Context: an optimization exercise on an open-source flow, tuned for small area, a short achievable clock period and few clock cycles per item. The choices shown serve that exercise and are no tape-out recipe.
Only the layout flow was run in this run; the RTL was not checked for function there.
Power figures rest on the tool's default switching activity, not on a simulated workload.

===== flow/config.mk =====
export PLATFORM = sky130hd
export DESIGN_NAME = riscv_multicycle
export DESIGN_NICKNAME = riscv_multicycle
export VERILOG_FILES = /design/flow/design.v
export SDC_FILE = /design/flow/constraint.sdc
export NUM_CORES = 4
export LEC_CHECK = 0
export CAP_MARGIN = 20
export CELL_PAD_IN_SITES_DETAIL_PLACEMENT = 1
export CORE_MARGIN = 2
export CORE_UTILIZATION = 45
export PLACE_DENSITY = 0.55
export SETUP_SLACK_MARGIN = 5
export SLEW_MARGIN = 20
export SYNTH_HIERARCHICAL = 1

===== flow/constraint.sdc =====
create_clock -name core_clock -period 9.0 [get_ports {clk}]
set_input_delay 1.8000 -clock core_clock [delete_from_list [all_inputs] [get_ports {clk}]]
set_output_delay 1.8000 -clock core_clock [all_outputs]
set_load 0.01 [all_outputs]

===== flow/design.v =====
module riscv_multicycle #(
  parameter int unsigned  N        = 32,
  parameter logic [N-1:0] RESET_PC = '0
) (
  input  logic                clk,
  input  logic                rst,
  output logic                mem_req,
  output logic                mem_we,
  output logic [N-1:0]        mem_addr,
  output logic [N-1:0]        mem_wdata,
  input  logic [N-1:0]        mem_rdata,
  input  logic                mem_ready,
  output logic                retire,
  output logic                trap,
  output logic [N-1:0]        pc_out
);
  localparam logic [6:0] OP_LOAD   = 7'b0000011;
  localparam logic [6:0] OP_STORE  = 7'b0100011;
  localparam logic [6:0] OP_R      = 7'b0110011;
  localparam logic [6:0] OP_IMM    = 7'b0010011;
  localparam logic [6:0] OP_BRANCH = 7'b1100011;
  localparam logic [6:0] OP_JAL    = 7'b1101111;
  logic [N-1:0] r_addr;    
  logic [N-1:0] r_pc4;     
  logic [N-1:0] r_a;       
  logic [N-1:0] r_b;       
  logic [4:0]   r_rd;
  logic         r_ld, r_jal, r_wb, r_sub, r_and, r_or, r_slt;
  logic         r_dm;      
  logic         r_we;      
  logic         r_ret;     
  logic         r_ill;     
  logic [N-1:0] r_rf [1:31];
  logic [31:1]  r_v;       
  logic [N-1:0] w_sum, w_alu, w_res;
  logic         w_lt;
  rv_add #(.N(N)) u_alu (.a(r_a), .b(r_sub ? ~r_b : r_b), .cin(r_sub), .s(w_sum));
  assign w_lt  = (r_a[N-1] ^ r_b[N-1]) ? r_a[N-1] : w_sum[N-1];
  always_comb begin
    if (r_and)      w_alu = r_a & r_b;
    else if (r_or)  w_alu = r_a | r_b;
    else if (r_slt) w_alu = {{(N-1){1'b0}}, w_lt};
    else            w_alu = w_sum;
  end
  assign w_res = r_jal ? r_pc4 : w_alu;
  assign mem_req   = ~r_ill;
  assign mem_we    = r_we;
  assign mem_addr  = r_addr;
  assign mem_wdata = r_b;
  assign retire    = r_ret;
  assign trap      = r_ill;
  assign pc_out    = r_pc4;
  logic w_facc, w_dacc;
  assign w_facc = mem_ready & ~r_dm & ~r_ill;
  assign w_dacc = mem_ready & r_dm;
  logic [6:0] d_op, d_f7;
  logic [2:0] d_f3;
  logic [4:0] d_rd, d_rs1, d_rs2;
  logic       d_ld, d_st, d_r, d_i, d_br, d_jal, d_alu3, d_legal;
  logic [N-1:0] d_immi, d_imms, d_immb, d_immj;
  assign d_op  = mem_rdata[6:0];
  assign d_rd  = mem_rdata[11:7];
  assign d_f3  = mem_rdata[14:12];
  assign d_rs1 = mem_rdata[19:15];
  assign d_rs2 = mem_rdata[24:20];
  assign d_f7  = mem_rdata[31:25];
  assign d_alu3  = (d_f3 == 3'b000) || (d_f3 == 3'b111) || (d_f3 == 3'b110) || (d_f3 == 3'b010);
  assign d_ld    = (d_op == OP_LOAD)  && (d_f3 == 3'b010);
  assign d_st    = (d_op == OP_STORE) && (d_f3 == 3'b010);
  assign d_r     = (d_op == OP_R) && (((d_f7 == 7'b0000000) && d_alu3) ||
                                      ((d_f7 == 7'b0100000) && (d_f3 == 3'b000)));
  assign d_i     = (d_op == OP_IMM) && d_alu3;
  assign d_br    = (d_op == OP_BRANCH) && (d_f3 == 3'b000);
  assign d_jal   = (d_op == OP_JAL);
  assign d_legal = d_ld | d_st | d_r | d_i | d_br | d_jal;
  assign d_immi = {{(N-12){mem_rdata[31]}}, mem_rdata[31:20]};
  assign d_imms = {{(N-12){mem_rdata[31]}}, mem_rdata[31:25], mem_rdata[11:7]};
  assign d_immb = {{(N-13){mem_rdata[31]}}, mem_rdata[31], mem_rdata[7], mem_rdata[30:25],
                   mem_rdata[11:8], 1'b0};
  assign d_immj = {{(N-21){mem_rdata[31]}}, mem_rdata[31], mem_rdata[19:12], mem_rdata[20],
                   mem_rdata[30:21], 1'b0};
  logic         w_fwd1, w_fwd2;
  logic [31:1]  w_oh1, w_oh2;
  logic [N-1:0] w_opa, w_opb;
  assign w_fwd1 = r_wb && (d_rs1 == r_rd);
  assign w_fwd2 = r_wb && (d_rs2 == r_rd);
  always_comb begin
    for (int k = 1; k < 32; k++) begin
      w_oh1[k] = (d_rs1 == 5'(k)) && r_v[k] && !w_fwd1;
      w_oh2[k] = (d_rs2 == 5'(k)) && r_v[k] && !w_fwd2;
    end
    w_opa = {N{w_fwd1}} & w_res;
    w_opb = {N{w_fwd2}} & w_res;
    for (int k = 1; k < 32; k++) begin
      w_opa = w_opa | ({N{w_oh1[k]}} & r_rf[k]);
      w_opb = w_opb | ({N{w_oh2[k]}} & r_rf[k]);
    end
  end
  logic [N-1:0] w_fa4, w_tgt, w_daddr, w_next;
  logic         w_take;
  assign w_fa4   = r_addr + N'(4);
  rv_add #(.N(N)) u_tgt (.a(r_addr), .b(d_jal ? d_immj : d_immb), .cin(1'b0), .s(w_tgt));
  rv_add #(.N(N)) u_daddr (.a(w_opa), .b(d_st ? d_imms : d_immi), .cin(1'b0), .s(w_daddr));
  assign w_take  = d_jal | (d_br && (w_opa == w_opb));
  always_comb begin
    if (d_ld | d_st) w_next = w_daddr;
    else if (w_take) w_next = w_tgt;
    else             w_next = w_fa4;
  end
  logic         w_we;
  logic [N-1:0] w_wd;
  assign w_we = r_wb | (r_ld & w_dacc);
  assign w_wd = r_dm ? mem_rdata : w_res;
  always_ff @(posedge clk) begin
    for (int k = 1; k < 32; k++)
      if (w_we && r_rd == 5'(k)) r_rf[k] <= w_wd;
  end
  always_ff @(posedge clk or negedge rst) begin
    if (!rst) r_v <= '0;
    else
      for (int k = 1; k < 32; k++)
        if (w_we && r_rd == 5'(k)) r_v[k] <= 1'b1;
  end
  always_ff @(posedge clk) begin
    if (w_facc) begin
      r_a   <= w_opa;
      r_b   <= d_i ? d_immi : w_opb;
      r_rd  <= d_rd;
      r_pc4 <= w_fa4;
    end
  end
  always_ff @(posedge clk or negedge rst) begin
    if (!rst) begin
      r_addr <= RESET_PC;
      r_ld   <= 1'b0;
      r_jal  <= 1'b0;
      r_wb   <= 1'b0;
      r_sub  <= 1'b0;
      r_and  <= 1'b0;
      r_or   <= 1'b0;
      r_slt  <= 1'b0;
      r_dm   <= 1'b0;
      r_we   <= 1'b0;
      r_ret  <= 1'b0;
      r_ill  <= 1'b0;
    end else begin
      r_ret <= 1'b0;
      if (w_facc) begin
        r_addr <= w_next;
        r_ld   <= d_ld;
        r_jal  <= d_jal;
        r_wb   <= (d_r | d_i | d_jal) && (d_rd != 5'd0);
        r_sub  <= (d_r && d_f7[5]) || (d_f3 == 3'b010);
        r_and  <= (d_f3 == 3'b111);
        r_or   <= (d_f3 == 3'b110);
        r_slt  <= (d_f3 == 3'b010);
        r_dm   <= d_ld | d_st;
        r_we   <= d_st;
        r_ret  <= d_r | d_i | d_br | d_jal;
        r_ill  <= !d_legal;
      end else if (w_dacc) begin
        r_addr <= r_pc4;
        r_dm   <= 1'b0;
        r_we   <= 1'b0;
        r_ret  <= 1'b1;
      end
    end
  end
endmodule
module rv_add #(
  parameter int unsigned N = 32
) (
  input  logic [N-1:0] a,
  input  logic [N-1:0] b,
  input  logic         cin,
  output logic [N-1:0] s
);
  logic [N-1:0] p, g, t;
  always_comb begin
    p = a ^ b;
    g = a;
    t = p;
    g[0] = p[0] ? cin : a[0];
    for (int d = 1; d < N; d = d * 2)
      for (int i = N - 1; i >= d; i = i - 1) begin
        g[i] = t[i] ? g[i-d] : g[i];
        t[i] = t[i] & t[i-d];
      end
    s = p ^ {g[N-2:0], cin};
  end
endmodule

===== flow/run.sh =====
#!/bin/bash
# synth_recipe.tcl (not shown) runs the flow's synth.tcl, then flattens the netlist and writes it again
# the make line also repeats each setting of config.mk as NAME=value (left out here)
make -C /OpenROAD-flow-scripts/flow DESIGN_CONFIG=/design/flow/config.mk WORK_HOME=/design/flow/orfs CLKGATE_MAP_FILE= SYNTH_SCRIPT=/design/flow/synth_recipe.tcl finish

==> summary.md <==
| Metric | Value |
|---|---|
| Synth Cell Area | `0.0614 mm²` |
| Post-synth top cells | `1093 x edfxtp_1, 493 x nand2_1, 295 x a22oi_1, 274 x a21oi_1, 266 x clkbuf_1` |
| Largest net degree at the start of global routing | `108` |
| Post-synthesis simple-gate area fraction | `14.0%` |
| Post-DP HPWL | `279000 µm` |
| Starting Density | `45.3%` |
| Overall die height | `roughly 370 µm` |
| Yosys top cell by area | `edfxtp_1` |
| Post-synth EDFFs | `between 1000 and 1500` |
| Async S/R FF share, synth | `roughly 6.3%` |
| Xor and xnor fraction of the mapped netlist area | `4.35%` |
| Post-synth top area share | `53.5%` |
| Area contributors post-synth | `edfxtp_1 53%, a22oi_1 3.6%, dfrtp_1 3.0%, nand2_1 3.0%, xnor2_1 2.4%` |
| Fail Step | `global routing (5_1_grt)` |
| Yosys warnings | `9` |
| Num ports | `approximately 140` |
| CTS Sinks | `around 1200` |
| CTS Buf Count | `132` |
| Count leader, synth | `edfxtp_1` |
| Flops & latches, synth | `roughly 1200` |
| Largest family of logic cells by synthesized area | `compound AO/OA/AOI/OAI gates` |
| Multiplexer share of the synthesized area | `approximately 1.2%` |
| DIE WIDTH | `around 370 µm` |
| Post-Syn Instances | `between 5000 and 6000` |
| CTS H-tree depth | `4` |
| I/O Buffers | `around 130` |
| Library cells used by synthesis | `~100` |
| Tool error | `[ERROR GRT-0232] Routing congestion too high. Check the congestion heatmap in the GUI.` |
| Post-synthesis sequential area ratio | `a little under three fifths` |
| Placer Congestion | `1.16` |
| Post-synth top flop | `edfxtp_1` |
| Grt ovf | `4` |
| Status | `stopped before the end` |
| Root buffer cell | `clkbuf_16` |
| Fraction of the mapped netlist area in adder cells | `0.477%` |
| FP Rows | `between 100 and 150` |
| Worst slack at placement | `between 0.9 and 1 ns` |
| Hold buffers post-CTS | `0` |
| GRT Resource Usage Total | `between 60% and 70%` |
| Synth Area in Compound Gates | `20.5%` |
| Maximum clock path buffer count | `3` |
| Mean post-synth cell area | `approximately 11 µm²` |
how the worst min path moves through the flow:
stage / end / depth (start not counted)
after floorplan: r_ld / 2
after global placement: r_ld / 2
after detailed placement: r_we / 2
after CTS: r_we / 2
stage by stage:
stage               utilization [%]  cells  instance area (µm²)
global placement               49.9   7321                67600
CTS                            57.7   7865                78200
detailed placement             49.9   7322                67600
floorplan                         -   5404                62500
metal layers:
metal | GRT usage, % | GRT overflow
met1 | 67.6 | 4
met2 | 82.0 | 0
met3 | 42.4 | 0
met4 | 60.2 | 0
met5 | 18.7 | 0
power by group through the flow:
stage                     Clock, mW  Combinational [mW]  Sequential, mW
after floorplan                   0               0.331            6.01
after global placement            0               0.593            6.02
after detailed placement          0               0.598            6.02
after CTS                      5.77               0.651            5.91
logic make-up after synthesis:
group	after synthesis
mux	69
compound gates	1690
other cells	1
flops	1167
buf+inv	459
simple gates	1684
fa+ha+maj	27
xor+xnor	302
timing repair:
item,CTS
endpoints found under the setup margin,1715
setup buffers,283
resized for setup,663
pin swaps,178
cloned,17
